Source: an optimization exercise on an open RTL-to-GDS flow (aim: small area, a short achievable clock period and few clock cycles per item). Production flows keep margins and buffers that such runs may drop. At most, simulation tests tie the RTL to the original design; equivalence was not proved. No functional check of the RTL was part of runs 2 to 5.

## flow/design.v (module list and top-level ports; edited modules follow where they fit)
// module gemv_dot_pipe: 2613 lines
// module gemv_dot_fin: 859 lines
// module gemv_stream_engine: 118 lines
module gemv_stream_engine
#(
  parameter int unsigned SZ     = gemv_pkg::SZ_DEF,
  parameter int unsigned DW     = gemv_pkg::DW_DEF,
  parameter int unsigned N_ROWS = gemv_pkg::N_ROWS_DEF,
  parameter int unsigned AW     = gemv_pkg::gemv_aw(SZ, DW),
  localparam int unsigned IW    = (N_ROWS > 1) ? $clog2(N_ROWS) : 1
) (
  input  logic             clk,
  input  logic             rst_n,
  input  logic             start_i,
  input  logic             accum_i,
  input  logic [SZ*DW-1:0] w_i,
  input  logic             a_valid_i,
  output logic             a_ready_o,
  input  logic [SZ*DW-1:0] a_row_i,
  output logic             o_valid_o,
  input  logic             o_ready_i,
  output logic [DW-1:0]    o_data_o,
  output logic [IW-1:0]    o_idx_o,
  output logic             busy_o,
  output logic             done_o,
  output logic             ovf_o
);
  // ...
==> flow/flow/run.sh <==
#!/bin/bash
# The standard layout with two changes:
#  - the port buffers are buf_4 cells instead of the buffer_ports default (a
#    slow delay cell that the resizer cannot swap out);
#  - after the standard synthesis, inverters around full and half adders are
#    removed by flipping full adders' polarity and rebuilding half adders that
#    take inverted inputs (flow/invpush2.py); registers and all other cells are
#    left as the standard synthesis made them;
#  - the resizer may swap cells for others of a different footprint.
set -euo pipefail
export BUFFER_PORTS_ARGS="-buffer_cell sky130_fd_sc_hd__buf_4"
bash standard.sh synth > standard_synth.log 2>&1
NET=orfs/results/sky130hd/gemv_stream_engine/base/1_2_yosys.v
cp $NET yosys_netlist_orig.v
python3 flow/invpush2.py yosys_netlist_orig.v $NET > invpush.log 2>&1
bash standard.sh MATCH_CELL_FOOTPRINT=0 finish > standard_finish.log 2>&1
==> flow/flow/invpush2.py <==
#!/usr/bin/env python3
"""Remove inverters around full and half adders in a flat Yosys netlist.

A full adder is self-dual: FA(~a, ~b, ~c) = (~cout, ~sum). So each full adder
may be flipped: it then takes its inputs inverted and gives its outputs
inverted. A half adder whose two inputs are both inverted can be rebuilt as
xor2 + nor2 of the inverted inputs (the same area): (~a ^ ~b, ~(~a | ~b)).
Every inverter tree hanging off a signal is collapsed into at most one
inverter, and the flips are chosen (greedy descent plus annealing) to need as
few inverters as possible. Registers, ports and all other cells are kept.

usage: invpush2.py IN.v OUT.v
"""
import re, sys, random, math
from collections import defaultdict

src = open(sys.argv[1]).read()
m = re.search(r'^module .*?;\n', src, re.M | re.S)
head_end = m.end()
endm = src.rindex('endmodule')
body = src[head_end:endm]

cell_re = re.compile(r'^  (sky130_fd_sc_hd__\w+) (\\\S+ |\S+) \((.*?)\n  \);\n', re.M | re.S)
pin_re = re.compile(r'\.(\w+)\(((?:\\\S+ )|[^()]*)\)')

cells = {}
order = []
first = None
pos = 0
for cm in cell_re.finditer(body):
    if first is None:
        first = cm.start()
    assert first == cm.start() or not body[pos:cm.start()].strip(), body[pos:cm.start()][:200]
    typ, name, pins = cm.group(1), cm.group(2), cm.group(3)
    cells[name] = [typ, {p: n.strip() for p, n in pin_re.findall(pins)}]
    order.append(name)
    pos = cm.end()
pre = body[:first]
post = body[pos:]
assert not post.strip() or 'sky130' not in post
assert 'assign' not in pre + post, 'assign statements not handled'

ports = set()
for pm in re.finditer(r'^\s*(input|output|inout)\s+(\[(\d+):(\d+)\]\s+)?(\S+);', pre, re.M):
    nm = pm.group(5)
    if pm.group(2):
        hi, lo = int(pm.group(3)), int(pm.group(4))
        for b in range(min(hi, lo), max(hi, lo) + 1):
            ports.add(f'{nm}[{b}]')
    ports.add(nm)

OUTP = {'X', 'Y', 'Q', 'Q_N', 'SUM', 'COUT', 'HI', 'LO'}
is_inv = lambda t: re.match(r'sky130_fd_sc_hd__(clk)?inv_\d+$', t) is not None
is_fa = lambda t: re.match(r'sky130_fd_sc_hd__fa_\d+$', t) is not None
is_ha = lambda t: re.match(r'sky130_fd_sc_hd__ha_\d+$', t) is not None

drv = {}
loads = defaultdict(list)
for name, (typ, conns) in cells.items():
    for p, n in conns.items():
        if p in OUTP:
            drv[n] = (name, p)
        else:
            loads[n].append((name, p))

# Trace every non-inverter input pin back through inverters to its source.
src_of = {}          # (cell, pin) -> (source net, parity)
tree = defaultdict(list)   # source net -> [(cell, pin, parity)]
tree_invs = defaultdict(set)
fixed = set()
for name, (typ, conns) in cells.items():
    if is_inv(typ):
        continue
    for p, n in conns.items():
        if p in OUTP:
            continue
        par = 0
        invs = []
        net = n
        while net in drv and is_inv(cells[drv[net][0]][0]):
            invs.append(drv[net][0])
            if net in ports:
                break
            net = cells[drv[net][0]][1]['A']
            par ^= 1
        src_of[(name, p)] = (net, par)
        tree[net].append((name, p, par))
        tree_invs[net].update(invs)
# inverter trees that reach a port, or a constant source, are left alone
for name, (typ, conns) in cells.items():
    if is_inv(typ):
        y = conns['Y']
        net = y
        while net in drv and is_inv(cells[drv[net][0]][0]):
            if net in ports:
                # find its source
                s = net
                while s in drv and is_inv(cells[drv[s][0]][0]):
                    s = cells[drv[s][0]][1]['A']
                fixed.add(s)
                break
            net = cells[drv[net][0]][1]['A']
for s in list(tree):
    if s.startswith(("1'", "0'")) or s not in drv and s not in ports:
        fixed.add(s)
    if s in drv and is_inv(cells[drv[s][0]][0]):
        fixed.add(s)
    if s in ports and s not in drv:
        pass  # primary input: fine as a source
# inverters whose output feeds nothing tracked (dangling) keep their trees fixed
for name, (typ, conns) in cells.items():
    if is_inv(typ) and not loads[conns['Y']] and conns['Y'] not in ports:
        s = conns['A']
        while s in drv and is_inv(cells[drv[s][0]][0]):
            s = cells[drv[s][0]][1]['A']
        fixed.add(s)

fas = [n for n in order if is_fa(cells[n][0])]
has = [n for n in order if is_ha(cells[n][0])]
flip = {n: 0 for n in fas + has}


fa_drv = {s: drv[s][0] for s in tree if s in drv and is_fa(cells[drv[s][0]][0])}


def avail(s):
    d = fa_drv.get(s)
    return flip[d] if d else 0


def need(c, par):
    return par ^ (flip[c] if c in flip else 0)


def cost_src(s):
    if s in fixed:
        return 0
    a = avail(s)
    return 1 if any(need(c, par) ^ a for c, p, par in tree[s]) else 0


# sources touched by each flippable cell
touch = defaultdict(set)
for s, lst in tree.items():
    for c, p, par in lst:
        if c in flip:
            touch[c].add(s)
    if s in drv and drv[s][0] in flip and is_fa(cells[drv[s][0]][0]):
        touch[drv[s][0]].add(s)
for h in has:   # a half adder only flips when both inputs share a source polarity change
    pass


def ha_ok(h):
    return True


def orig_cost():
    n = 0
    for s in tree:
        if s not in fixed:
            n += len(tree_invs[s])
    return n


def total():
    return sum(cost_src(s) for s in tree)


def delta(c):
    ss = touch[c]
    before = sum(cost_src(s) for s in ss)
    flip[c] ^= 1
    after = sum(cost_src(s) for s in ss)
    flip[c] ^= 1
    return after - before


n_before = orig_cost()
cur = total()
random.seed(int(__import__("os").environ.get("IP_SEED", "1")))
cands = fas + has
best = cur
best_flip = dict(flip)
T = 1.0
for it in range(int(__import__("os").environ.get("IP_IT", "60"))):
    improved = False
    for c in cands:
        d = delta(c)
        if d < 0 or (d == 0 and random.random() < 0.3) or (d > 0 and random.random() < math.exp(-d / T)):
            flip[c] ^= 1
            cur += d
            if d < 0:
                improved = True
            if cur < best:
                best = cur
                best_flip = dict(flip)
    T *= 0.85
flip.update(best_flip)
# final greedy descent
changed = True
while changed:
    changed = False
    for c in cands:
        if delta(c) < 0:
            flip[c] ^= 1
            changed = True
cur = total()
print(f'invpush2: inverters in movable trees {n_before} -> {cur}; '
      f'flipped FA {sum(flip[c] for c in fas)}, HA {sum(flip[c] for c in has)}', file=sys.stderr)

# Rebuild.
for s, invs in tree_invs.items():
    if s in fixed:
        continue
    for i in invs:
        if i in cells:
            del cells[i]
order = [n for n in order if n in cells]
uid = [0]
new_wires = []


def fresh(prefix):
    uid[0] += 1
    n = f'_{prefix}{uid[0]}_'
    return n


for s, lst in tree.items():
    if s in fixed:
        continue
    a = avail(s)
    inv_net = None
    for c, p, par in lst:
        if need(c, par) ^ a:
            if inv_net is None:
                inv_net = fresh('ipn')
                new_wires.append(inv_net)
                iname = fresh('ipinv')
                cells[iname] = ['sky130_fd_sc_hd__inv_1', {'A': s, 'Y': inv_net}]
                order.append(iname)
            cells[c][1][p] = inv_net
        else:
            cells[c][1][p] = s
# Half adders taking inverted inputs become xor2 + nor2.
for h in has:
    if flip[h]:
        typ, conns = cells[h]
        del cells[h]
        i = order.index(h)
        x = fresh('ipx')
        y = fresh('ipo')
        cells[x] = ['sky130_fd_sc_hd__xor2_1', {'A': conns['A'], 'B': conns['B'], 'X': conns['SUM']}]
        cells[y] = ['sky130_fd_sc_hd__nor2_1', {'A': conns['A'], 'B': conns['B'], 'Y': conns['COUT']}]
        order[i:i+1] = [x, y]

out = [src[:head_end], pre]
for w in new_wires:
    out.append(f'  wire {w};\n')
for name in order:
    typ, conns = cells[name]
    pins = ',\n'.join(f'    .{p}({n + " " if n.startswith(chr(92)) else n})' for p, n in conns.items())
    out.append(f'  {typ} {name} (\n{pins}\n  );\n')
out.append(post)
out.append(src[endm:])
open(sys.argv[2], 'w').write(''.join(out))
n_inv = sum(1 for t, _ in cells.values() if is_inv(t))
print(f'invpush2: inverter cells now {n_inv}', file=sys.stderr)
==> flow/standard.sh <==
#!/bin/bash
# synth_recipe.tcl (not shown) runs the flow's synth.tcl, then flattens the netlist and writes it again
# the make line also repeats each setting of config.mk as NAME=value (left out here)
make -C /OpenROAD-flow-scripts/flow DESIGN_CONFIG=/design/flow/config.mk WORK_HOME=/design/flow/orfs CLKGATE_MAP_FILE= SYNTH_SCRIPT=/design/flow/synth_recipe.tcl "${@:-finish}"
==> flow/config.mk <==
export PLATFORM = sky130hd
export DESIGN_NAME = gemv_stream_engine
export DESIGN_NICKNAME = gemv_stream_engine
export VERILOG_FILES = /design/flow/design.v
export SDC_FILE = /design/flow/constraint.sdc
export NUM_CORES = 4
export LEC_CHECK = 0
export ABC_AREA = 1
export CAP_MARGIN = 20
export CORE_MARGIN = 2
export CORE_UTILIZATION = 40
export SETUP_SLACK_MARGIN = 3.5
export SLEW_MARGIN = 20
==> flow/constraint.sdc <==
create_clock -name core_clock -period 9.0 [get_ports {clk}]
set_input_delay 1.8000 -clock core_clock [delete_from_list [all_inputs] [get_ports {clk}]]
set_output_delay 1.8000 -clock core_clock [all_outputs]
set_load 0.01 [all_outputs]
==> flow_summary_export.csv, run 1 <==
group,metric,value,unit
critical_path,slowest_stage,"fa_1",
run_status,outcome,"complete, no violations",
critical_path,rrSetupSlack,3.65,ns
global_route,grtUsageMet2,42.7,%
cts,hold_buffers,0,
route,route.detailed.drc,0,
cells_and_area,regArea,0.00677,sq mm
global_route,grt_pass1_vias,19700,
global_route,use_met3,4.79,%
critical_path,cp_cell_sequence,"fa_1 > ha_1 > fa_1 > nand4_1 > nor3_2 > nand2_1 > nor2_4 > nand3_2 > nand2_4 > clkinvlp_4 > nand3_4 > buf_8 > o21ai_2 > buf_4",
cells_and_area,multi_input_comb_area,0.0174,sq mm
route,met1_length,38800,microns
critical_path,criticalPathCategory,"reg -> out",
floorplan,taps,855,
route,dr_wl_met3,8270,microns
cells_and_area,inv_count,311,
sta,finClkSkew,0.0115,ns
floorplan,fp.dieH,258,microns
cts,cts_made_buffers,27,
sta,setup_viol,0,
floorplan,ioPinCount,125,
sta,min_period_over_period,62.5,%
Testbench counts, summed over its fixed seeds: cycles 16,000, items 9,600.
==> run 2: changes to the inputs <==
--- a/flow/design.v
+++ b/flow/design.v
@@ -1790,30 +1790,30 @@
   assign s29 = pp_0_5_4 ^ pp_0_6_2 ^ pp_0_7_0;
   assign c30 = (pp_0_5_4 & pp_0_6_2) | (pp_0_7_0 & (pp_0_5_4 ^ pp_0_6_2));
   assign s31 = pp_1_0_14 ^ pp_1_1_12 ^ pp_1_2_10;
   assign c32 = (pp_1_0_14 & pp_1_1_12) | (pp_1_2_10 & (pp_1_0_14 ^ pp_1_1_12));
   assign s33 = pp_1_3_8 ^ pp_1_4_6 ^ pp_1_5_4;
   assign c34 = (pp_1_3_8 & pp_1_4_6) | (pp_1_5_4 & (pp_1_3_8 ^ pp_1_4_6));
   assign s35 = pp_1_6_2 ^ pp_1_7_0;
   assign c36 = pp_1_6_2 & pp_1_7_0;
-  assign s37 = acc_add_i[15] ^ pp_0_0_15 ^ pp_0_1_13;
-  assign c38 = (acc_add_i[15] & pp_0_0_15) | (pp_0_1_13 & (acc_add_i[15] ^ pp_0_0_15));
-  assign s39 = pp_0_2_11 ^ pp_0_3_9 ^ pp_0_4_7;
-  assign c40 = (pp_0_2_11 & pp_0_3_9) | (pp_0_4_7 & (pp_0_2_11 ^ pp_0_3_9));
-  assign s41 = pp_0_5_5 ^ pp_0_6_3 ^ pp_0_7_1;
-  assign c42 = (pp_0_5_5 & pp_0_6_3) | (pp_0_7_1 & (pp_0_5_5 ^ pp_0_6_3));
-  assign s43 = pp_1_0_15 ^ pp_1_1_13 ^ pp_1_2_11;
-  assign c44 = (pp_1_0_15 & pp_1_1_13) | (pp_1_2_11 & (pp_1_0_15 ^ pp_1_1_13));
-  assign s45 = pp_1_3_9 ^ pp_1_4_7 ^ pp_1_5_5;
-  assign c46 = (pp_1_3_9 & pp_1_4_7) | (pp_1_5_5 & (pp_1_3_9 ^ pp_1_4_7));
-  assign s47 = pp_1_6_3 ^ pp_1_7_1 ^ pp_2_0_15;
-  assign c48 = (pp_1_6_3 & pp_1_7_1) | (pp_2_0_15 & (pp_1_6_3 ^ pp_1_7_1));
-  assign s49 = pp_2_1_13 ^ pp_2_2_11;
-  assign c50 = pp_2_1_13 & pp_2_2_11;
+  assign s37 = 1'b1 ^ acc_add_i[15] ^ pp_0_0_15;
+  assign c38 = (1'b1 & acc_add_i[15]) | (pp_0_0_15 & (1'b1 ^ acc_add_i[15]));
+  assign s39 = pp_0_1_13 ^ pp_0_2_11 ^ pp_0_3_9;
+  assign c40 = (pp_0_1_13 & pp_0_2_11) | (pp_0_3_9 & (pp_0_1_13 ^ pp_0_2_11));
+  assign s41 = pp_0_4_7 ^ pp_0_5_5 ^ pp_0_6_3;
+  assign c42 = (pp_0_4_7 & pp_0_5_5) | (pp_0_6_3 & (pp_0_4_7 ^ pp_0_5_5));
+  assign s43 = pp_0_7_1 ^ pp_1_0_15 ^ pp_1_1_13;
+  assign c44 = (pp_0_7_1 & pp_1_0_15) | (pp_1_1_13 & (pp_0_7_1 ^ pp_1_0_15));
+  assign s45 = pp_1_2_11 ^ pp_1_3_9 ^ pp_1_4_7;
+  assign c46 = (pp_1_2_11 & pp_1_3_9) | (pp_1_4_7 & (pp_1_2_11 ^ pp_1_3_9));
+  assign s47 = pp_1_5_5 ^ pp_1_6_3 ^ pp_1_7_1;
+  assign c48 = (pp_1_5_5 & pp_1_6_3) | (pp_1_7_1 & (pp_1_5_5 ^ pp_1_6_3));
+  assign s49 = pp_2_0_15 ^ pp_2_1_13 ^ pp_2_2_11;
+  assign c50 = (pp_2_0_15 & pp_2_1_13) | (pp_2_2_11 & (pp_2_0_15 ^ pp_2_1_13));
   assign s51 = 1'b1 ^ acc_add_i[16] ^ pp_0_0_16;
   assign c52 = (1'b1 & acc_add_i[16]) | (pp_0_0_16 & (1'b1 ^ acc_add_i[16]));
   assign s53 = pp_0_1_14 ^ pp_0_2_12 ^ pp_0_3_10;
   assign c54 = (pp_0_1_14 & pp_0_2_12) | (pp_0_3_10 & (pp_0_1_14 ^ pp_0_2_12));
   assign s55 = pp_0_4_8 ^ pp_0_5_6 ^ pp_0_6_4;
   assign c56 = (pp_0_4_8 & pp_0_5_6) | (pp_0_6_4 & (pp_0_4_8 ^ pp_0_5_6));
   assign s57 = pp_0_7_2 ^ pp_1_0_16 ^ pp_1_1_14;
   assign c58 = (pp_0_7_2 & pp_1_0_16) | (pp_1_1_14 & (pp_0_7_2 ^ pp_1_0_16));
@@ -1926,32 +1926,32 @@
   assign s165 = c18 ^ c20 ^ s25;
   assign c166 = (c18 & c20) | (s25 & (c18 ^ c20));
   assign s167 = s27 ^ s29 ^ s31;
   assign c168 = (s27 & s29) | (s31 & (s27 ^ s29));
   assign s169 = c24 ^ pp_2_3_9 ^ pp_2_4_7;
   assign c170 = (c24 & pp_2_3_9) | (pp_2_4_7 & (c24 ^ pp_2_3_9));
   assign s171 = pp_2_5_5 ^ pp_2_6_3 ^ pp_2_7_1;
   assign c172 = (pp_2_5_5 & pp_2_6_3) | (pp_2_7_1 & (pp_2_5_5 ^ pp_2_6_3));
-  assign s173 = c36 ^ s49 ^ c26;
-  assign c174 = (c36 & s49) | (c26 & (c36 ^ s49));
-  assign s175 = c28 ^ c30 ^ c32;
-  assign c176 = (c28 & c30) | (c32 & (c28 ^ c30));
-  assign s177 = c34 ^ s37 ^ s39;
-  assign c178 = (c34 & s37) | (s39 & (c34 ^ s37));
-  assign s179 = s41 ^ s43 ^ s45;
-  assign c180 = (s41 & s43) | (s45 & (s41 ^ s43));
+  assign s173 = c36 ^ c26 ^ c28;
+  assign c174 = (c36 & c26) | (c28 & (c36 ^ c26));
+  assign s175 = c30 ^ c32 ^ c34;
+  assign c176 = (c30 & c32) | (c34 & (c30 ^ c32));
+  assign s177 = s37 ^ s39 ^ s41;
+  assign c178 = (s37 & s39) | (s41 & (s37 ^ s39));
+  assign s179 = s43 ^ s45 ^ s47;
+  assign c180 = (s43 & s45) | (s47 & (s43 ^ s45));
   assign s181 = pp_2_3_10 ^ pp_2_4_8 ^ pp_2_5_6;
   assign c182 = (pp_2_3_10 & pp_2_4_8) | (pp_2_5_6 & (pp_2_3_10 ^ pp_2_4_8));
-  assign s183 = pp_2_6_4 ^ pp_2_7_2 ^ c50;
-  assign c184 = (pp_2_6_4 & pp_2_7_2) | (c50 & (pp_2_6_4 ^ pp_2_7_2));
-  assign s185 = c38 ^ c40 ^ c42;
-  assign c186 = (c38 & c40) | (c42 & (c38 ^ c40));
-  assign s187 = c44 ^ c46 ^ c48;
-  assign c188 = (c44 & c46) | (c48 & (c44 ^ c46));
+  assign s183 = pp_2_6_4 ^ pp_2_7_2 ^ c38;
+  assign c184 = (pp_2_6_4 & pp_2_7_2) | (c38 & (pp_2_6_4 ^ pp_2_7_2));
+  assign s185 = c40 ^ c42 ^ c44;
+  assign c186 = (c40 & c42) | (c44 & (c40 ^ c42));
+  assign s187 = c46 ^ c48 ^ c50;
+  assign c188 = (c46 & c48) | (c50 & (c46 ^ c48));
   assign s189 = s51 ^ s53 ^ s55;
   assign c190 = (s51 & s53) | (s55 & (s51 ^ s53));
   assign s191 = s57 ^ s59 ^ s61;
   assign c192 = (s57 & s59) | (s61 & (s57 ^ s59));
   assign s193 = pp_2_1_15 ^ pp_2_2_13 ^ pp_2_3_11;
   assign c194 = (pp_2_1_15 & pp_2_2_13) | (pp_2_3_11 & (pp_2_1_15 ^ pp_2_2_13));
   assign s195 = pp_2_4_9 ^ pp_2_5_7 ^ pp_2_6_5;
   assign c196 = (pp_2_4_9 & pp_2_5_7) | (pp_2_6_5 & (pp_2_4_9 ^ pp_2_5_7));
@@ -2100,28 +2100,28 @@
   assign s339 = c152 ^ s33 ^ s157;
   assign c340 = (c152 & s33) | (s157 & (c152 ^ s33));
   assign s341 = s159 ^ s161 ^ c154;
   assign c342 = (s159 & s161) | (c154 & (s159 ^ s161));
   assign s343 = s163 ^ c156 ^ s165;
   assign c344 = (s163 & c156) | (s165 & (s163 ^ c156));
   assign s345 = c158 ^ c160 ^ c162;
   assign c346 = (c158 & c160) | (c162 & (c158 ^ c160));
-  assign s347 = s47 ^ s169 ^ s171;
-  assign c348 = (s47 & s169) | (s171 & (s47 ^ s169));
+  assign s347 = s49 ^ s169 ^ s171;
+  assign c348 = (s49 & s169) | (s171 & (s49 ^ s169));
   assign s349 = c164 ^ s173 ^ s175;
   assign c350 = (c164 & s173) | (s175 & (c164 ^ s173));
   assign s351 = c166 ^ c168 ^ s177;
   assign c352 = (c166 & c168) | (s177 & (c166 ^ c168));
   assign s353 = c170 ^ c172 ^ s63;
   assign c354 = (c170 & c172) | (s63 & (c170 ^ c172));
-  assign s355 = s181 ^ s183 ^ c174;
-  assign c356 = (s181 & s183) | (c174 & (s181 ^ s183));
-  assign s357 = c176 ^ s185 ^ s187;
-  assign c358 = (c176 & s185) | (s187 & (c176 ^ s185));
+  assign s355 = s181 ^ c174 ^ c176;
+  assign c356 = (s181 & c174) | (c176 & (s181 ^ c174));
+  assign s357 = s183 ^ s185 ^ s187;
+  assign c358 = (s183 & s185) | (s187 & (s183 ^ s185));
   assign s359 = c178 ^ c180 ^ s189;
   assign c360 = (c178 & c180) | (s189 & (c178 ^ c180));
   assign s361 = c182 ^ s73 ^ s193;
   assign c362 = (c182 & s73) | (s193 & (c182 ^ s73));
   assign s363 = s195 ^ c184 ^ c186;
   assign c364 = (s195 & c184) | (c186 & (s195 ^ c184));
   assign s365 = c188 ^ s197 ^ s199;
   assign c366 = (c188 & s197) | (s199 & (c188 ^ s197));
@@ -2865,64 +2865,59 @@
   logic G0_13;
   logic P0_13;
   logic G12_14;
   logic P12_14;
   logic G8_14;
   logic P8_14;
   logic G0_14;
   logic P0_14;
-  logic G14_15;
-  logic P14_15;
-  logic G12_15;
-  logic P12_15;
-  logic G8_15;
-  logic P8_15;
-  logic G0_15;
-  logic P0_15;
-  logic G16_17;
-  logic P16_17;
-  logic G18_19;
-  logic P18_19;
-  logic G16_19;
-  logic P16_19;
-  logic G20_21;
-  logic P20_21;
-  logic G22_23;
-  logic P22_23;
-  logic G20_23;
-  logic P20_23;
-  logic G16_23;
-  logic P16_23;
-  logic G24_25;
-  logic P24_25;
-  logic G26_27;
-  logic P26_27;
-  logic G24_27;
-  logic P24_27;
-  logic G28_29;
-  logic P28_29;
-  logic G30_31;
-  logic P30_31;
-  logic G28_31;
-  logic P28_31;
-  logic G24_31;
-  logic P24_31;
-  logic G16_31;
-  logic P16_31;
-  logic G0_31;
-  logic P0_31;
-  logic G32_33;
-  logic P32_33;
-  logic G0_33;
-  logic P0_33;
+  logic G15_16;
+  logic P15_16;
+  logic G17_18;
+  logic P17_18;
+  logic G15_18;
+  logic P15_18;
+  logic G19_20;
+  logic P19_20;
+  logic G21_22;
+  logic P21_22;
+  logic G19_22;
+  logic P19_22;
+  logic G15_22;
+  logic P15_22;
+  logic G23_24;
+  logic P23_24;
+  logic G25_26;
+  logic P25_26;
+  logic G23_26;
+  logic P23_26;
+  logic G27_28;
+  logic P27_28;
+  logic G29_30;
+  logic P29_30;
+  logic G27_30;
+  logic P27_30;
+  logic G23_30;
+  logic P23_30;
+  logic G15_30;
+  logic P15_30;
+  logic G31_32;
+  logic P31_32;
+  logic G31_33;
+  logic P31_33;
+  logic G15_33;
+  logic P15_33;
+  logic c34;
   logic [15:0] lo;
   logic sgn;
   logic all1;
   logic all0;
+  logic zlow;
+  logic c16;
   logic bg1_1;
   logic bp1_1;
   logic bg3_1;
   logic bp3_1;
   logic bg5_1;
   logic bp5_1;
   logic bg7_1;
   logic bp7_1;
@@ -3035,16 +3030,17 @@
   logic bg28_12;
   logic bp28_12;
   logic bg30_12;
   logic bp30_12;
   logic bg32_12;
   logic bp32_12;
   logic bg34_12;
   logic bp34_12;
+  logic [34:0] u_full;
   assign s773 = cs_i[0] ^ cs_i[1];
   assign c774 = cs_i[0] & cs_i[1];
   assign s775 = cs_i[3] ^ cs_i[4] ^ cs_i[5];
   assign c776 = (cs_i[3] & cs_i[4]) | (cs_i[5] & (cs_i[3] ^ cs_i[4]));
   assign s777 = cs_i[6] ^ cs_i[7] ^ cs_i[8];
   assign c778 = (cs_i[6] & cs_i[7]) | (cs_i[8] & (cs_i[6] ^ cs_i[7]));
   assign s779 = cs_i[9] ^ cs_i[10] ^ cs_i[11];
   assign c780 = (cs_i[9] & cs_i[10]) | (cs_i[11] & (cs_i[9] ^ cs_i[10]));
@@ -3265,81 +3261,76 @@
   assign G0_13 = G8_13 | (P8_13 & G0_7);
   assign P0_13 = P8_13 & P0_7;
   assign G12_14 = g14 | (t14 & G12_13);
   assign P12_14 = t14 & P12_13;
   assign G8_14 = G12_14 | (P12_14 & G8_11);
   assign P8_14 = P12_14 & P8_11;
   assign G0_14 = G8_14 | (P8_14 & G0_7);
   assign P0_14 = P8_14 & P0_7;
-  assign G14_15 = g15 | (t15 & g14);
-  assign P14_15 = t15 & t14;
-  assign G12_15 = G14_15 | (P14_15 & G12_13);
-  assign P12_15 = P14_15 & P12_13;
-  assign G8_15 = G12_15 | (P12_15 & G8_11);
-  assign P8_15 = P12_15 & P8_11;
-  assign G0_15 = G8_15 | (P8_15 & G0_7);
-  assign P0_15 = P8_15 & P0_7;
-  assign G16_17 = g17 | (t17 & g16);
-  assign P16_17 = t17 & t16;
-  assign G18_19 = g19 | (t19 & g18);
-  assign P18_19 = t19 & t18;
-  assign G16_19 = G18_19 | (P18_19 & G16_17);
-  assign P16_19 = P18_19 & P16_17;
-  assign G20_21 = g21 | (t21 & g20);
-  assign P20_21 = t21 & t20;
-  assign G22_23 = g23 | (t23 & g22);
-  assign P22_23 = t23 & t22;
-  assign G20_23 = G22_23 | (P22_23 & G20_21);
-  assign P20_23 = P22_23 & P20_21;
-  assign G16_23 = G20_23 | (P20_23 & G16_19);
-  assign P16_23 = P20_23 & P16_19;
-  assign G24_25 = g25 | (t25 & g24);
-  assign P24_25 = t25 & t24;
-  assign G26_27 = g27 | (t27 & g26);
-  assign P26_27 = t27 & t26;
-  assign G24_27 = G26_27 | (P26_27 & G24_25);
-  assign P24_27 = P26_27 & P24_25;
-  assign G28_29 = g29 | (t29 & g28);
-  assign P28_29 = t29 & t28;
-  assign G30_31 = g31 | (t31 & g30);
-  assign P30_31 = t31 & t30;
-  assign G28_31 = G30_31 | (P30_31 & G28_29);
-  assign P28_31 = P30_31 & P28_29;
-  assign G24_31 = G28_31 | (P28_31 & G24_27);
-  assign P24_31 = P28_31 & P24_27;
-  assign G16_31 = G24_31 | (P24_31 & G16_23);
-  assign P16_31 = P24_31 & P16_23;
-  assign G0_31 = G16_31 | (P16_31 & G0_15);
-  assign P0_31 = P16_31 & P0_15;
-  assign G32_33 = g33 | (t33 & g32);
-  assign P32_33 = t33 & t32;
-  assign G0_33 = G32_33 | (P32_33 & G0_31);
-  assign P0_33 = P32_33 & P0_31;
+  assign G15_16 = g16 | (t16 & g15);
+  assign P15_16 = t16 & t15;
+  assign G17_18 = g18 | (t18 & g17);
+  assign P17_18 = t18 & t17;
+  assign G15_18 = G17_18 | (P17_18 & G15_16);
+  assign P15_18 = P17_18 & P15_16;
+  assign G19_20 = g20 | (t20 & g19);
+  assign P19_20 = t20 & t19;
+  assign G21_22 = g22 | (t22 & g21);
+  assign P21_22 = t22 & t21;
+  assign G19_22 = G21_22 | (P21_22 & G19_20);
+  assign P19_22 = P21_22 & P19_20;
+  assign G15_22 = G19_22 | (P19_22 & G15_18);
+  assign P15_22 = P19_22 & P15_18;
+  assign G23_24 = g24 | (t24 & g23);
+  assign P23_24 = t24 & t23;
+  assign G25_26 = g26 | (t26 & g25);
+  assign P25_26 = t26 & t25;
+  assign G23_26 = G25_26 | (P25_26 & G23_24);
+  assign P23_26 = P25_26 & P23_24;
+  assign G27_28 = g28 | (t28 & g27);
+  assign P27_28 = t28 & t27;
+  assign G29_30 = g30 | (t30 & g29);
+  assign P29_30 = t30 & t29;
+  assign G27_30 = G29_30 | (P29_30 & G27_28);
+  assign P27_30 = P29_30 & P27_28;
+  assign G23_30 = G27_30 | (P27_30 & G23_26);
+  assign P23_30 = P27_30 & P23_26;
+  assign G15_30 = G23_30 | (P23_30 & G15_22);
+  assign P15_30 = P23_30 & P15_22;
+  assign G31_32 = g32 | (t32 & g31);
+  assign P31_32 = t32 & t31;
+  assign G31_33 = g33 | (t33 & G31_32);
+  assign P31_33 = t33 & P31_32;
+  assign G15_33 = G31_33 | (P31_33 & G15_30);
+  assign P15_33 = P31_33 & P15_30;
+  assign c34 = G15_33 | (P15_33 & G0_14);
   assign lo[0] = h0 ^ 1'b0;
   assign lo[1] = h1 ^ g0;
   assign lo[2] = h2 ^ G0_1;
   assign lo[3] = h3 ^ G0_2;
   assign lo[4] = h4 ^ G0_3;
   assign lo[5] = h5 ^ G0_4;
   assign lo[6] = h6 ^ G0_5;
   assign lo[7] = h7 ^ G0_6;
   assign lo[8] = h8 ^ G0_7;
   assign lo[9] = h9 ^ G0_8;
   assign lo[10] = h10 ^ G0_9;
   assign lo[11] = h11 ^ G0_10;
   assign lo[12] = h12 ^ G0_11;
   assign lo[13] = h13 ^ G0_12;
   assign lo[14] = h14 ^ G0_13;
   assign lo[15] = h15 ^ G0_14;
-  assign sgn = h34 ^ G0_33;
-  assign all1 = (G0_14 ^ h15) & (g15 ^ h16) & (g16 ^ h17) & (g17 ^ h18) & (g18 ^ h19) & (g19 ^ h20) & (g20 ^ h21) & (g21 ^ h22) & (g22 ^ h23) & (g23 ^ h24) & (g24 ^ h25) & (g25 ^ h26) & (g26 ^ h27) & (g27 ^ h28) & (g28 ^ h29) & (g29 ^ h30) & (g30 ^ h31) & (g31 ^ h32) & (g32 ^ h33) & (g33 ^ h34);
-  assign all0 = ~(G0_14 ^ h15) & ~(t15 ^ h16) & ~(t16 ^ h17) & ~(t17 ^ h18) & ~(t18 ^ h19) & ~(t19 ^ h20) & ~(t20 ^ h21) & ~(t21 ^ h22) & ~(t22 ^ h23) & ~(t23 ^ h24) & ~(t24 ^ h25) & ~(t25 ^ h26) & ~(t26 ^ h27) & ~(t27 ^ h28) & ~(t28 ^ h29) & ~(t29 ^ h30) & ~(t30 ^ h31) & ~(t31 ^ h32) & ~(t32 ^ h33) & ~(t33 ^ h34);
-  assign clamp_o = ~(all1 | all0);
-  assign sat_o = clamp_o ? {sgn, {15{~sgn}}} : lo;
+  assign c16 = lo[15] ? g15 : t15;
+  assign zlow = ~(c16 ^ h16) & ~(t16 ^ h17) & ~(t17 ^ h18) & ~(t18 ^ h19) & ~(t19 ^ h20) & ~(t20 ^ h21) & ~(t21 ^ h22) & ~(t22 ^ h23) & ~(t23 ^ h24) & ~(t24 ^ h25) & ~(t25 ^ h26) & ~(t26 ^ h27) & ~(t27 ^ h28) & ~(t28 ^ h29) & ~(t29 ^ h30) & ~(t30 ^ h31) & ~(t31 ^ h32) & ~(t32 ^ h33);
+  assign all0 = zlow & ~(t33 ^ h34);
+  assign all1 = 1'b0;
+  assign clamp_o = ~all0;
+  assign sgn = (h34 ^ c34) & ~(zlow & ~lo[15]);
+  assign sat_o = clamp_o ? {sgn, {15{~sgn}}} : {~lo[15], lo[14:0]};
   assign bg1_1 = g1 | (t1 & g0);
   assign bp1_1 = t1 & t0;
   assign bg3_1 = g3 | (t3 & g2);
   assign bp3_1 = t3 & t2;
   assign bg5_1 = g5 | (t5 & g4);
   assign bp5_1 = t5 & t4;
   assign bg7_1 = g7 | (t7 & g6);
   assign bp7_1 = t7 & t6;
@@ -3452,51 +3443,52 @@
   assign bg28_12 = g28 | (t28 & bg27_10);
   assign bp28_12 = t28 & bp27_10;
   assign bg30_12 = g30 | (t30 & bg29_11);
   assign bp30_12 = t30 & bp29_11;
   assign bg32_12 = g32 | (t32 & bg31_5);
   assign bp32_12 = t32 & bp31_5;
   assign bg34_12 = g34 | (t34 & bg33_11);
   assign bp34_12 = t34 & bp33_11;
-  assign v_o[0] = h0;
-  assign v_o[1] = h1 ^ g0;
-  assign v_o[2] = h2 ^ bg1_1;
-  assign v_o[3] = h3 ^ bg2_12;
-  assign v_o[4] = h4 ^ bg3_2;
-  assign v_o[5] = h5 ^ bg4_12;
-  assign v_o[6] = h6 ^ bg5_11;
-  assign v_o[7] = h7 ^ bg6_12;
-  assign v_o[8] = h8 ^ bg7_3;
-  assign v_o[9] = h9 ^ bg8_12;
-  assign v_o[10] = h10 ^ bg9_11;
-  assign v_o[11] = h11 ^ bg10_12;
-  assign v_o[12] = h12 ^ bg11_10;
-  assign v_o[13] = h13 ^ bg12_12;
-  assign v_o[14] = h14 ^ bg13_11;
-  assign v_o[15] = h15 ^ bg14_12;
-  assign v_o[16] = h16 ^ bg15_4;
-  assign v_o[17] = h17 ^ bg16_12;
-  assign v_o[18] = h18 ^ bg17_11;
-  assign v_o[19] = h19 ^ bg18_12;
-  assign v_o[20] = h20 ^ bg19_10;
-  assign v_o[21] = h21 ^ bg20_12;
-  assign v_o[22] = h22 ^ bg21_11;
-  assign v_o[23] = h23 ^ bg22_12;
-  assign v_o[24] = h24 ^ bg23_9;
-  assign v_o[25] = h25 ^ bg24_12;
-  assign v_o[26] = h26 ^ bg25_11;
-  assign v_o[27] = h27 ^ bg26_12;
-  assign v_o[28] = h28 ^ bg27_10;
-  assign v_o[29] = h29 ^ bg28_12;
-  assign v_o[30] = h30 ^ bg29_11;
-  assign v_o[31] = h31 ^ bg30_12;
-  assign v_o[32] = h32 ^ bg31_5;
-  assign v_o[33] = h33 ^ bg32_12;
-  assign v_o[34] = h34 ^ bg33_11;
+  assign u_full[0] = h0;
+  assign u_full[1] = h1 ^ g0;
+  assign u_full[2] = h2 ^ bg1_1;
+  assign u_full[3] = h3 ^ bg2_12;
+  assign u_full[4] = h4 ^ bg3_2;
+  assign u_full[5] = h5 ^ bg4_12;
+  assign u_full[6] = h6 ^ bg5_11;
+  assign u_full[7] = h7 ^ bg6_12;
+  assign u_full[8] = h8 ^ bg7_3;
+  assign u_full[9] = h9 ^ bg8_12;
+  assign u_full[10] = h10 ^ bg9_11;
+  assign u_full[11] = h11 ^ bg10_12;
+  assign u_full[12] = h12 ^ bg11_10;
+  assign u_full[13] = h13 ^ bg12_12;
+  assign u_full[14] = h14 ^ bg13_11;
+  assign u_full[15] = h15 ^ bg14_12;
+  assign u_full[16] = h16 ^ bg15_4;
+  assign u_full[17] = h17 ^ bg16_12;
+  assign u_full[18] = h18 ^ bg17_11;
+  assign u_full[19] = h19 ^ bg18_12;
+  assign u_full[20] = h20 ^ bg19_10;
+  assign u_full[21] = h21 ^ bg20_12;
+  assign u_full[22] = h22 ^ bg21_11;
+  assign u_full[23] = h23 ^ bg22_12;
+  assign u_full[24] = h24 ^ bg23_9;
+  assign u_full[25] = h25 ^ bg24_12;
+  assign u_full[26] = h26 ^ bg25_11;
+  assign u_full[27] = h27 ^ bg26_12;
+  assign u_full[28] = h28 ^ bg27_10;
+  assign u_full[29] = h29 ^ bg28_12;
+  assign u_full[30] = h30 ^ bg29_11;
+  assign u_full[31] = h31 ^ bg30_12;
+  assign u_full[32] = h32 ^ bg31_5;
+  assign u_full[33] = h33 ^ bg32_12;
+  assign u_full[34] = h34 ^ bg33_11;
+  assign v_o = u_full - 35'd32768;
 endmodule
 module gemv_stream_engine
 #(
   parameter int unsigned SZ     = gemv_pkg::SZ_DEF,
   parameter int unsigned DW     = gemv_pkg::DW_DEF,
   parameter int unsigned N_ROWS = gemv_pkg::N_ROWS_DEF,
   parameter int unsigned AW     = gemv_pkg::gemv_aw(SZ, DW),
   localparam int unsigned IW    = (N_ROWS > 1) ? $clog2(N_ROWS) : 1
==> flow/flow/run.sh (replaced) <==
#!/bin/bash
# The standard layout with two changes:
#  - the port buffers are buf_4 cells instead of the buffer_ports default (a
#    slow delay cell that the resizer cannot swap out);
#  - after the standard synthesis, inverters around full and half adders are
#    removed by flipping full adders' polarity and rebuilding half adders that
#    take inverted inputs (flow/invpush2.py); registers and all other cells are
#    left as the standard synthesis made them.
set -euo pipefail
export BUFFER_PORTS_ARGS="-buffer_cell sky130_fd_sc_hd__buf_4"
bash standard.sh synth > standard_synth.log 2>&1
NET=orfs/results/sky130hd/gemv_stream_engine/base/1_2_yosys.v
cp $NET yosys_netlist_orig.v
python3 flow/invpush2.py yosys_netlist_orig.v $NET > invpush.log 2>&1
bash standard.sh finish > standard_finish.log 2>&1
==> run 2 against run 1 <==
Net effect:
- fmax increased by 3.2%
- critical endpoint unchanged
- setup slack improved by 0.18 ns
- clock skew increased by 0.015 ns
- largest cell class unchanged
- global-route usage shrank 0.24 points
- worst hold slack lost 0.0030 ns
==> flow_summary_export.csv, run 2 <==
group,metric,value,unit
run_status,outcome,"complete, no violations",
sta,post-route-min-period,5.45,ns
critical_path,criticalPathCategory,"reg -> out",
sta,finClkSkew,0.0262,ns
cts,cts_sinks,227,
floorplan,initial_core_util,40.5,%
cells_and_area,drive_gt1_share,12.4,%
cells_and_area,area_delta_synth_final,12.1,%
global_route,grt_pass1_vias,20200,
route,drt-total-wl,91300,microns
critical_path,cpPeakStageDelay,0.53,ns
route,wl_per_cell,26.5,microns
route,drtAntennaViolNets,0,
floorplan,core_area,0.0646,sq mm
place,pre_cts_ws,2.95,ns
cells_and_area,nets,3139,
floorplan,fp.dieH,260,microns
sta,slew_violations,0,
cts,hold_buffers,0,
critical_path,startpoint_type,"register",
floorplan,die_area,0.0674,sq mm
critical_path,cp_cell_sequence,"fa_1 > ha_1 > xnor2_1 > nor4_4 > nand4_1 > nor2_4 > and3_4 > clkbuf_16 > nand3_2 > nand2_1 > buf_4",
critical_path,end_kind,"output port",
synth,synthCells,2491,
sta,worst_pin_slew,0.951,ns
cells_and_area,mostFrequentLayoutCells,"xor2_1 (413), fa_1 (402), o22ai_1 (357), inv_1 (327), edfxtp_1 (217)",
critical_path,crit_required,7.20,ns
route,num_vias,19800,
cells_and_area,top_register,"mid_q",
global_route,grt_antenna_before_repair,1,
sta,setup_viol,0,
place,place.gp.congestion,0.979,
synth,synth_area,0.0261,sq mm
place,placed_cells,3358,
global_route,grt-ovfl-total,0,
global_route,grt_max_degree,92,
sta,fin_tns_setup,0,ns
synth,syn_nets,3063,
route,vias_per_cell,5.75,
cts,clock_path_buffers,3,
synth,syn_avg_cell_area,10.5,sq um
floorplan,ioPinCount,125,
worst_hold_path,hp-class,"reg -> reg",
global_route,grt_pass1_wl,134000,microns
critical_path,cp_max_fo,7,
floorplan,die_w,260,microns
place,dp_hpwl,71800,microns
cells_and_area,fin_area,0.0293,sq mm
sta,rsz0062_at_grt,"false",
sta,final_hold_viol_count,0,
cells_and_area,largestRegisters,"mid_q (99), w_q (48)",
cells_and_area,antenna_cells,0,
route,drtIter0Drc,2595,
place,placed_area,0.0278,sq mm
job,maxCapViolCount,0,
global_route,grtUsageTotal,27.2,%
cts,clk_pin_slew,0.06,ns
critical_path,slowest_stage,"fa_1",
cts,root_buffer,"clkbuf_16",
sta,clock.fmax,0.184,GHz
route,dr.pass1.iters,6,
cells_and_area,largest_reg_flops,99,
cts,cts_tree,"yes",
critical_path,critPathBufInv,2,
synth,synth-warning-count,1,
cts,cts_made_buffers,28,
sta,slew_headroom,36.6,%
route,route.detailed.drc,0,
floorplan,rows,93,
cells_and_area,final_core_util,45.4,%
critical_path,worstPathArrival,3.65,ns
cells_and_area,final_cells,3443,
cts,clkLatencyLatePin,0.61,ns
cts,h-tree-depth,1,
cells_and_area,mostFrequentLayoutCell,"xor2_1",
sta,hold_slack,0.415,ns
sta,setup_slack,3.55,ns
place,portBuffers,124,
critical_path,critPathTopFamily,"simple AND/OR/NAND/NOR gates",
sta,min_period_over_period,60.5,%
run 2: cell count changes in the layout (fill, tap and decap cells not counted), moves of 7 or more:
cell / delta
xnor2_1: +9
nand3_2: +13
nand2_4: -7
nand3_1: +11
fa_1: -14
a21oi_1: +8
inv_1: +47
buf_6: -9
buf_4: -19
nand2_2: -10
clkinvlp_4: -17
run 2: worst register-to-register path: cells and delay by family (launching register included):
kind	cells	cell delay [ns]
buffers and inverters	3	0.95
adders and majority gates	5	2.58
AOI/OAI and AO/OA	2	0.38
DFF	1	0.97
xor gates and xnor gates	1	0.20
run 2: worst paths after layout:
| path | cells after the start | endpoint | start | slack, ns |
|---|---|---|---|---|
| max | 11 | o_data_o[10] | mid_q[80] | 3.55 |
| min | 0 | acc_b_q[19] | acc_a_q[19] | 0.41 |
| max reg2reg | 11 | mid_q[56] | w_q[43] | 3.66 |
| min reg2reg | 0 | acc_b_q[19] | acc_a_q[19] | 0.41 |
| max in group asynchronous | 1 | in_cnt_q[2] | rst_n | 7.84 |
| min in group asynchronous | 1 | busy_q | rst_n | 1.02 |
run 2: layer usage:
metal  wire length (microns)  track usage (%)
met2                   39000             40.2
met4                    3770             8.52
met3                    9180             4.79
met5                       0                0
met1                   39400             40.7
run 2: area by class of cell:
type / count / area (sq um)
fillers: 6017 / 35300
multi-input cells: 1779 / 17700
flip-flops and latches: 227 / 6770
repair buffers: 193 / 1510
inverters: 338 / 1300
well taps: 855 / 1070
clock buffers: 33 / 719
clock inverters: 18 / 229
run 2: what timing repair did:
action,in CTS,in global routing
gates resized for setup,8,41
setup endpoints to repair,18,25
setup buffers,5,27
pin swaps,1,20
cloned,0,2
==> run 3: changes to the inputs <==
--- a/flow/config.mk
+++ b/flow/config.mk
@@ -11,3 +11,3 @@
 export CORE_UTILIZATION = 40
-export SETUP_SLACK_MARGIN = 3.5
+export SETUP_SLACK_MARGIN = 4.0
 export SLEW_MARGIN = 20
==> run 3 against run 2 <==
Net effect:
- highest routed layer is now met5
- area after synthesis unchanged
- non-clock buffer count increased by 188
- worst hold slack got worse by 0.0059 ns
- sequential share of layout area decreased by 2.2 points
- routed wire length increased by 3.9%
- utilization increased by 4.8 points
- largest cell class unchanged
- clock-buffer cell count increased by 10
==> flow_summary_export.csv, run 3 <==
group,metric,value,unit
cts,cts_made_buffers,29,
route,route.detailed.drc,0,
worst_hold_path,hp-class,"reg -> reg",
critical_path,startpoint_type,"register",
sta,min_period_over_period,59.3,%
route,drtIter0Drc,2749,
cts,h-tree-depth,1,
cells_and_area,mostFrequentLayoutCells,"xor2_1 (389), fa_1 (344), buf_4 (323), o22ai_1 (311), inv_1 (268)",
route,wl_per_cell,26.1,microns
route,num_vias,20800,
global_route,grt_pass1_vias,20800,
critical_path,cp_cell_sequence,"fa_2 > ha_4 > inv_2 > nand2_2 > nand2_2 > nor4_4 > nand4_1 > nor2_4 > and3_4 > buf_12 > nand3_2 > nand2_2 > buf_6",
cells_and_area,antenna_cells,0,
critical_path,end_kind,"output port",
critical_path,criticalPathCategory,"reg -> out",
cts,cts_sinks,227,
floorplan,fp.dieH,260,microns
sta,rsz0062_at_grt,"true",
cts,root_buffer,"clkbuf_16",
cts,clk_pin_slew,0.05,ns
critical_path,worstPathArrival,3.53,ns
route,vias_per_cell,5.72,
sta,setup_viol,0,
critical_path,cpPeakStageDelay,0.54,ns
global_route,grt_max_degree,164,
cts,clkLatencyLatePin,0.60,ns
cts,hold_buffers,0,
sta,clock.fmax,0.187,GHz
cells_and_area,top_register,"mid_q",
route,met1_length,38300,microns
cells_and_area,drive_gt1_share,27.7,%
route,drt-total-wl,94900,microns
cells_and_area,nets,3334,
synth,synth_area,0.0261,sq mm
critical_path,rrSetupSlack,4.01,ns
route,dr_wl_met3,11400,microns
floorplan,die_w,260,microns
sta,slew_headroom,26.8,%
floorplan,core_area,0.0646,sq mm
route,drtAntennaViolNets,0,
critical_path,crit_required,7.20,ns
global_route,grt_antenna_before_repair,1,
sta,slew_violations,0,
route,dr.pass1.iters,7,
floorplan,ioPinCount,125,
global_route,grt_pass1_wl,137000,microns
place,dp_hpwl,70200,microns
job,maxCapViolCount,0,
critical_path,crit_top_cell,"nand2_2",
sta,final_hold_viol_count,0,
sta,finClkSkew,0.0149,ns
critical_path,critPathTopFamily,"simple AND/OR/NAND/NOR gates",
global_route,grtUsageTotal,27.8,%
cts,cts_tree,"yes",
cells_and_area,largest_reg_flops,99,
cells_and_area,fill_cells,5782,
synth,synth-warning-count,1,
cells_and_area,largestRegisters,"mid_q (99), w_q (48)",
floorplan,rows,93,
place,portBuffers,124,
run_status,outcome,"complete, no violations",
sta,worst_pin_slew,1.10,ns
cells_and_area,final_core_util,50.2,%
critical_path,slowest_stage,"fa_2",
route,route.met2.wl,41000,microns
critical_path,cp_max_fo,8,
sta,fin_tns_setup,0,ns
global_route,grt-ovfl-total,0,
place,place.gp.congestion,0.995,
synth,syn_nets,3063,
floorplan,initial_core_util,40.5,%
cts,clock_path_buffers,3,
route,maxUsedRoutingLayer,"met5",
critical_path,critPathBufInv,3,
synth,synthCells,2491,
sta,post-route-min-period,5.33,ns
synth,syn_avg_cell_area,10.5,sq um
cells_and_area,area_delta_synth_final,24.0,%
floorplan,die_area,0.0674,sq mm
cells_and_area,mostFrequentLayoutCell,"xor2_1",
## run 3: changes by cell type in the layout (fill, tap and decap cells not counted), moves of 31 or more
| cell | before | now |
|---|---|---|
| buf_4 | 187 | 323 |
| fa_1 | 402 | 344 |
| buf_6 | 2 | 34 |
| clkinvlp_4 | 12 | 62 |
| o22ai_2 | 1 | 32 |
| nand2_1 | 192 | 161 |
| fa_2 | 14 | 72 |
| inv_1 | 327 | 268 |
| o22ai_1 | 357 | 311 |
## run 3: area by class of cell
cell class                      instances  area, sq um  share of cell area (%)
Clock buffer                           43          828                    2.56
Inverter                              338         1490                    4.58
Sequential cell                       227         6770                    20.9
Tap cell                              855         1070                    3.30
Timing Repair Buffer                  381         3280                    10.1
Multi-Input combinational cell       1780        18800                    58.2
Timing Repair inverter                  5         32.5                   0.100
Clock inverter                         10         93.8                   0.290
## run 3: metal layers
layer	vias to the layer above	track usage, %
li1	8770	-
met1	10400	39.4
met2	1374	41.6
met3	248	7.40
met4	2	8.81
met5	-	0
## run 3: repair_timing
action,4_1_cts,5_1_grt
cloned,3,5
endpoints found under the setup margin,56,51
gates resized for setup,156,183
setup buffers,141,83
pin swaps,72,85
## run 3: worst paths after layout
path                       cells past startpoint        start     endpoint
min reg2reg                                    0  acc_a_q[29]  acc_b_q[29]
min in group asynchronous                      1        rst_n        ovf_q
max in group asynchronous                      1        rst_n      accum_q
max                                           13    mid_q[89]  o_data_o[9]
max reg2reg                                   13       w_q[5]    mid_q[56]
min                                            0  acc_a_q[29]  acc_b_q[29]
## run 3: per-stage QoR
step / std cells / hold WS (ns) / instance area (sq um) / setup slack (ns)
after floorplan: 2491 / 0.400 / 26700 / 3.62
after global placement: 3353 / 0.403 / 28000 / 3.02
after detailed placement: 3354 / 0.405 / 28000 / 3.00
after CTS: 3551 / 0.411 / 30900 / 3.71
after global routing: 3639 / 0.414 / 32400 / 3.59
final: 3639 / 0.409 / 32400 / 3.67
==> run 4: changes to the inputs <==
--- a/flow/config.mk
+++ b/flow/config.mk
@@ -11,3 +11,3 @@
 export CORE_UTILIZATION = 40
-export SETUP_SLACK_MARGIN = 4.0
+export SETUP_SLACK_MARGIN = 3.7
 export SLEW_MARGIN = 20
==> run 4 against run 3 <==
Net effect:
- critical endpoint is now o_data_o[2]
- clock skew increased by 0.0071 ns
- final area is 7.1% lower
- final cell count decreased by 4.0%
==> flow_summary_export.csv, run 4 <==
group,metric,value,unit
run_status,outcome,"complete, no violations",
place,placed_area,0.0279,sq mm
route,drtIter0Drc,2386,
place,placed_cells,3354,
floorplan,die_w,260,microns
floorplan,core_area,0.0646,sq mm
sta,clock.fmax,0.185,GHz
cts,cts_tree,"yes",
floorplan,die_area,0.0674,sq mm
floorplan,ioPinCount,125,
place,portBuffers,124,
cells_and_area,area_delta_synth_final,15.2,%
sta,rsz0062_at_grt,"true",
critical_path,worstPathArrival,3.61,ns
cells_and_area,drive_gt1_share,16.2,%
synth,syn_avg_cell_area,10.5,sq um
synth,syn_nets,3063,
route,drt-total-wl,91100,microns
cells_and_area,fin_area,0.0301,sq mm
job,maxCapViolCount,0,
cells_and_area,nets,3187,
critical_path,cp_cell_sequence,"fa_2 > ha_4 > nand2_1 > nand2_1 > nor4_4 > nand4_1 > nor2_4 > nand4_1 > nand2_4 > nand2_8 > nand2_1 > buf_6",
sta,fin_tns_setup,0,ns
place,dp_hpwl,71200,microns
critical_path,startpoint_type,"register",
global_route,grt-ovfl-total,0,
sta,hold_slack,0.419,ns
critical_path,criticalPathCategory,"reg -> out",
floorplan,rows,93,
floorplan,fp.dieH,260,microns
route,drtAntennaViolNets,0,
sta,final_hold_viol_count,0,
cts,root_buffer,"clkbuf_16",
critical_path,cpPeakStageDelay,0.64,ns
critical_path,cp_max_fo,8,
synth,synth_area,0.0261,sq mm
route,vias_per_cell,5.65,
sta,worst_pin_slew,1.43,ns
route,num_vias,19700,
global_route,grt_pass1_vias,20000,
global_route,grt_antenna_before_repair,0,
sta,slew_violations,0,
cells_and_area,final_cells,3494,
floorplan,initial_core_util,40.5,%
route,dr.pass1.iters,5,
route,route.detailed.drc,0,
critical_path,critPathTopFamily,"simple AND/OR/NAND/NOR gates",
cells_and_area,largestRegisters,"mid_q (99), w_q (48)",
cells_and_area,mostFrequentLayoutCell,"xor2_1",
sta,slew_headroom,4.55,%
place,place.gp.congestion,0.981,
sta,setup_slack,3.59,ns
critical_path,slowest_stage,"fa_2",
cells_and_area,final_core_util,46.6,%
cts,h-tree-depth,1,
cts,clk_pin_slew,0.06,ns
cells_and_area,top_register,"mid_q",
route,wl_per_cell,26.1,microns
cts,cts_sinks,227,
global_route,grt_max_degree,171,
sta,finClkSkew,0.0220,ns
cells_and_area,antenna_cells,0,
critical_path,critPathBufInv,1,
sta,min_period_over_period,60.1,%
critical_path,crit_required,7.20,ns
critical_path,crit_top_cell,"nand2_1",
synth,synthCells,2491,
cts,clkLatencyLatePin,0.62,ns
cells_and_area,mostFrequentLayoutCells,"xor2_1 (411), fa_1 (394), o22ai_1 (349), inv_1 (298), buf_4 (220)",
cts,cts_made_buffers,30,
cells_and_area,largest_reg_flops,99,
synth,synth-warning-count,1,
global_route,grtUsageTotal,27.2,%
place,pre_cts_ws,2.86,ns
sta,post-route-min-period,5.41,ns
worst_hold_path,hp-class,"reg -> reg",
cts,clock_path_buffers,3,
sta,setup_viol,0,
critical_path,end_kind,"output port",
global_route,grt_pass1_wl,134000,microns
run 4: cell types whose count changed in the layout (fill, tap and decap cells not counted), moves of 15 or more:
cell        before  now
buf_4          323  220
fa_1           344  394
fa_2            72   22
o22ai_1        311  349
inv_1          268  298
buf_6           34    8
nand2_1        161  187
nand2_2         32    9
o22ai_2         32    9
clkinvlp_4      62   40
xor2_1         389  411
xor2_2          24    3
nor2_1         107  125
o22ai_4         15    0
run 4: path summary, 6_finish.rpt:
check	start	to	slack, ns	cells after the start
max	mid_q[87]	o_data_o[2]	3.59	12
max in group asynchronous	rst_n	vld_a_q	7.84	1
min in group asynchronous	rst_n	ovf_q	1.01	1
max reg2reg	w_q[9]	mid_q[56]	3.85	12
min	acc_a_q[29]	acc_b_q[29]	0.42	0
min reg2reg	acc_a_q[29]	acc_b_q[29]	0.42	0
run 4: layout make-up:
cell class	instances	area, sq um
flip-flops and latches	227	6770
multi-input cells	1779	17900
fillers	6012	34500
repair buffers	239	1960
well taps	855	1070
clock buffers	40	848
inverters	338	1410
clock inverters	16	176
run 4: what timing repair did:
| action | 4_1_cts | 5_1_grt |
|---|---|---|
| gates cloned | 1 | 0 |
| setup buffers | 20 | 63 |
| resized for setup | 47 | 40 |
| pin swaps | 34 | 16 |
| setup endpoints to repair | 50 | 35 |
| hold buffers | 0 | 0 |
run 4: per-layer routing:
metal	track usage, %	wire (microns)	up-vias
met2	40.1	39000	1016
met4	6.31	2640	0
met3	7.41	9730	161
li1	-	-	8497
met5	0	0	-
met1	39.9	39700	10100
==> run 5: changes to the inputs <==
--- a/flow/flow/invpush2.py
+++ b/flow/flow/invpush2.py
@@ -229,2 +229,3 @@
 
+new_invs = []
 for s, lst in tree.items():
@@ -241,2 +242,3 @@
                 cells[iname] = ['sky130_fd_sc_hd__inv_1', {'A': s, 'Y': inv_net}]
+                new_invs.append(iname)
                 order.append(iname)
@@ -257,2 +259,12 @@
 
+# inv_2 has the area of inv_1: use it for every inverter that drives more than one pin
+nl = defaultdict(int)
+for name, (typ, conns) in cells.items():
+    for p, n in conns.items():
+        if p not in OUTP:
+            nl[n] += 1
+for name, (typ, conns) in cells.items():
+    if typ == 'sky130_fd_sc_hd__inv_1' and (nl[conns['Y']] > 1 or conns['Y'] in ports):
+        cells[name][0] = 'sky130_fd_sc_hd__inv_2'
+
 out = [src[:head_end], pre]
--- a/flow/config.mk
+++ b/flow/config.mk
@@ -11,3 +11,3 @@
 export CORE_UTILIZATION = 40
-export SETUP_SLACK_MARGIN = 3.7
+export SETUP_SLACK_MARGIN = 3.5
 export SLEW_MARGIN = 20
==> run 5 against run 4 <==
Net effect:
- non-clock buffer count is 62 lower
- final area is 2.8% lower
- critical endpoint is now o_data_o[13]
- fmax is 1.2% lower
- clock-buffer cell count is 1 lower
- die area stayed put
- worst hold slack worse by 0.0096 ns
- largest cell class unchanged
- setup slack worse by 0.067 ns
- synthesized cell count stayed put
==> flow_summary_export.csv, run 5 <==
group,metric,value,unit
cells_and_area,top_register,"mid_q",
critical_path,reg2reg_to,"mid_q[56]",
route,dr.pass1.iters,5,
critical_path,timing.critical_path.from,"mid_q[7]",
cts,clk_pin_slew,0.06,ns
sta,setup_slack,3.53,ns
cts,clock_path_buffers,3,
sta,fin_tns_setup,0,ns
cells_and_area,area_delta_synth_final,11.9,%
critical_path,rrSetupSlack,3.63,ns
route,drtIter0Drc,2226,
synth,syn_avg_cell_area,10.5,sq um
sta,setup_viol,0,
sta,rsz0062_at_grt,"true",
worst_hold_path,min_from,"acc_a_q[19]",
cells_and_area,nets,3125,
floorplan,die_area,0.0674,sq mm
cts,cts_made_buffers,30,
cells_and_area,largest_reg_flops,99,
cts,clkLatencyLatePin,0.62,ns
critical_path,critPathBufInv,3,
sta,finClkSkew,0.0220,ns
cts,cts_sinks,227,
floorplan,rows,93,
sta,post-route-min-period,5.47,ns
cells_and_area,largestRegisters,"mid_q (99), w_q (48)",
floorplan,ioPinCount,125,
place,placed_cells,3352,
floorplan,initial_core_util,40.5,%
worst_hold_path,hp-class,"reg -> reg",
critical_path,cpPeakStageDelay,0.62,ns
synth,synth_area,0.0261,sq mm
global_route,grtUsageTotal,27.4,%
cells_and_area,mostFrequentLayoutCells,"xor2_1 (413), fa_1 (406), o22ai_1 (357), edfxtp_1 (217), inv_1 (201)",
route,num_vias,19500,
place,dp_hpwl,72400,microns
route,drtAntennaViolNets,0,
place,portBuffers,124,
place,place.gp.congestion,0.982,
cells_and_area,final_cells,3432,
critical_path,crit_required,7.20,ns
run_status,outcome,"complete, no violations",
critical_path,worstSetupEndpoint,"o_data_o[13]",
place,placed_area,0.0278,sq mm
critical_path,end_kind,"output port",
critical_path,slowest_stage,"fa_2",
place,pre_cts_ws,3.12,ns
cells_and_area,mostFrequentLayoutCell,"xor2_1",
critical_path,cp_cell_sequence,"fa_2 > nor2_1 > nor2_1 > nand2_2 > nand2_4 > nand2_4 > nand2_4 > nand2_8 > nand2_8 > nand2_4 > nand3_4 > nand2_2 > nand2_4 > and3_4 > buf_12 > buf_12 > nand3_1 > nand2_1 > buf_4",
cells_and_area,final_core_util,45.3,%
cells_and_area,drive_gt1_share,16.8,%
cts,cts_tree,"yes",
sta,slew_violations,0,
critical_path,cp_max_fo,7,
sta,clock.fmax,0.183,GHz
route,route.detailed.drc,0,
global_route,grt-ovfl-total,0,
critical_path,startpoint_type,"register",
route,vias_per_cell,5.67,
global_route,grt_max_degree,97,
critical_path,reg2reg_from,"w_q[11]",
job,maxCapViolCount,0,
floorplan,die_w,260,microns
cells_and_area,fin_area,0.0292,sq mm
global_route,grt_pass1_wl,135000,microns
synth,synthCells,2491,
global_route,grt_antenna_before_repair,0,
cells_and_area,fill_cells,6059,
critical_path,critPathTopFamily,"simple AND/OR/NAND/NOR gates",
cts,root_buffer,"clkbuf_16",
route,wl_per_cell,26.6,microns
critical_path,r2r_cells,11,
floorplan,core_area,0.0646,sq mm
cells_and_area,antenna_cells,0,
critical_path,criticalPathCategory,"reg -> out",
global_route,grt_pass1_vias,19600,
critical_path,cp.depth,19,
cts,hold_buffers,0,
synth,syn_nets,3063,
synth,synth-warning-count,1,
sta,final_hold_viol_count,0,
sta,slew_headroom,28.5,%
sta,hold_slack,0.409,ns
sta,worst_pin_slew,1.06,ns
critical_path,crit_top_cell,"nand2_4",
route,drt-total-wl,91100,microns
floorplan,fp.dieH,260,microns
sta,min_period_over_period,60.8,%
cts,h-tree-depth,1,
critical_path,worstPathArrival,3.67,ns
## run 5: cell types whose count changed in the layout (fill, tap and decap cells not counted), moves of 3 or more
cell,change
inv_2,+134
inv_1,-97
buf_4,-50
clkinvlp_4,-38
fa_1,+12
fa_2,-12
buf_6,-8
o22ai_1,+8
o22ai_2,-8
buf_12,-6
clkbuf_8,-6
clkbuf_1,+5
nor2_2,+3
o21ai_4,-3
## run 5: final cells by class
class                      instances  area, sq um  area share, %
tap                              855         1070           3.66
timing repair buffer             177         1420           4.85
inverter                         338         1270           4.35
clock buffer                      39          785           2.68
clock inverter                    17          206          0.706
sequential                       227         6770           23.1
multi-input combinational       1779        17700           60.6
## run 5: how the worst min path moves through the flow
stage	endpoint	slack (ns)	cells after the start
2_1_floorplan	acc_b_q[0]	0.40	0
3_3_place_gp	acc_b_q[18]	0.40	0
3_5_place_dp	acc_b_q[19]	0.40	0
4_1_cts	acc_b_q[3]	0.42	0
5_1_grt	acc_b_q[6]	0.43	0
6_report	acc_b_q[19]	0.41	0
## run 5: layer usage
layer / part of all wire, % / routed length, microns / global-route usage [%]
met5: 0 / 0 / 0
met4: 3.1 / 2840 / 7.31
met3: 9.2 / 8400 / 3.84
met2: 43 / 39500 / 40.8
met1: 44 / 40400 / 41.9
## run 5: timing repair
action	4_1_cts	5_1_grt
resized for setup	24	22
pin swaps	17	21
gates cloned	2	0
setup buffers	8	14
endpoints found under the setup margin	17	31

==> port drivers added, routing unchanged <==
No port has a modelled driver above. Below, the same layouts with a new extraction and two added sets of constraints. Step 1: set_driving_cell puts a clkbuf_16 on clk and a buf_2 on each other input, an assumption about the parent block. Step 2 adds t to the input delays and takes it off the output delays; t is the mean of the earliest and latest rising clock arrival at the registers after step 1. Input paths then give back, and output paths get back, about the clock's delay inside the block. Three values: ideal, step 1, step 2; two values: the first two.
run	t (ns)	setup WS [ns]	hold WS [ns]	worst setup path after step 2	pins driven straight from the clock port
run 1	0.627	3.375 / 3.315 / 2.987	0.418 / 0.418 / 0.418	input to register	1
run 2	0.652	3.551 / 3.496 / 2.957	0.415 / 0.415 / 0.415	input to register	1
run 3	0.654	3.666 / 3.603 / 3.247	0.409 / 0.409 / 0.409	input to register	1
run 4	0.664	3.594 / 3.535 / 3.110	0.419 / 0.419 / 0.419	input to register	1
run 5	0.667	3.528 / 3.470 / 3.016	0.409 / 0.409 / 0.409	input to register	1
After both steps setup and hold are still met in every run listed. The setup slack of run 2, which loses most, moves by -0.055 ns with the drivers and by -0.594 ns with both steps.
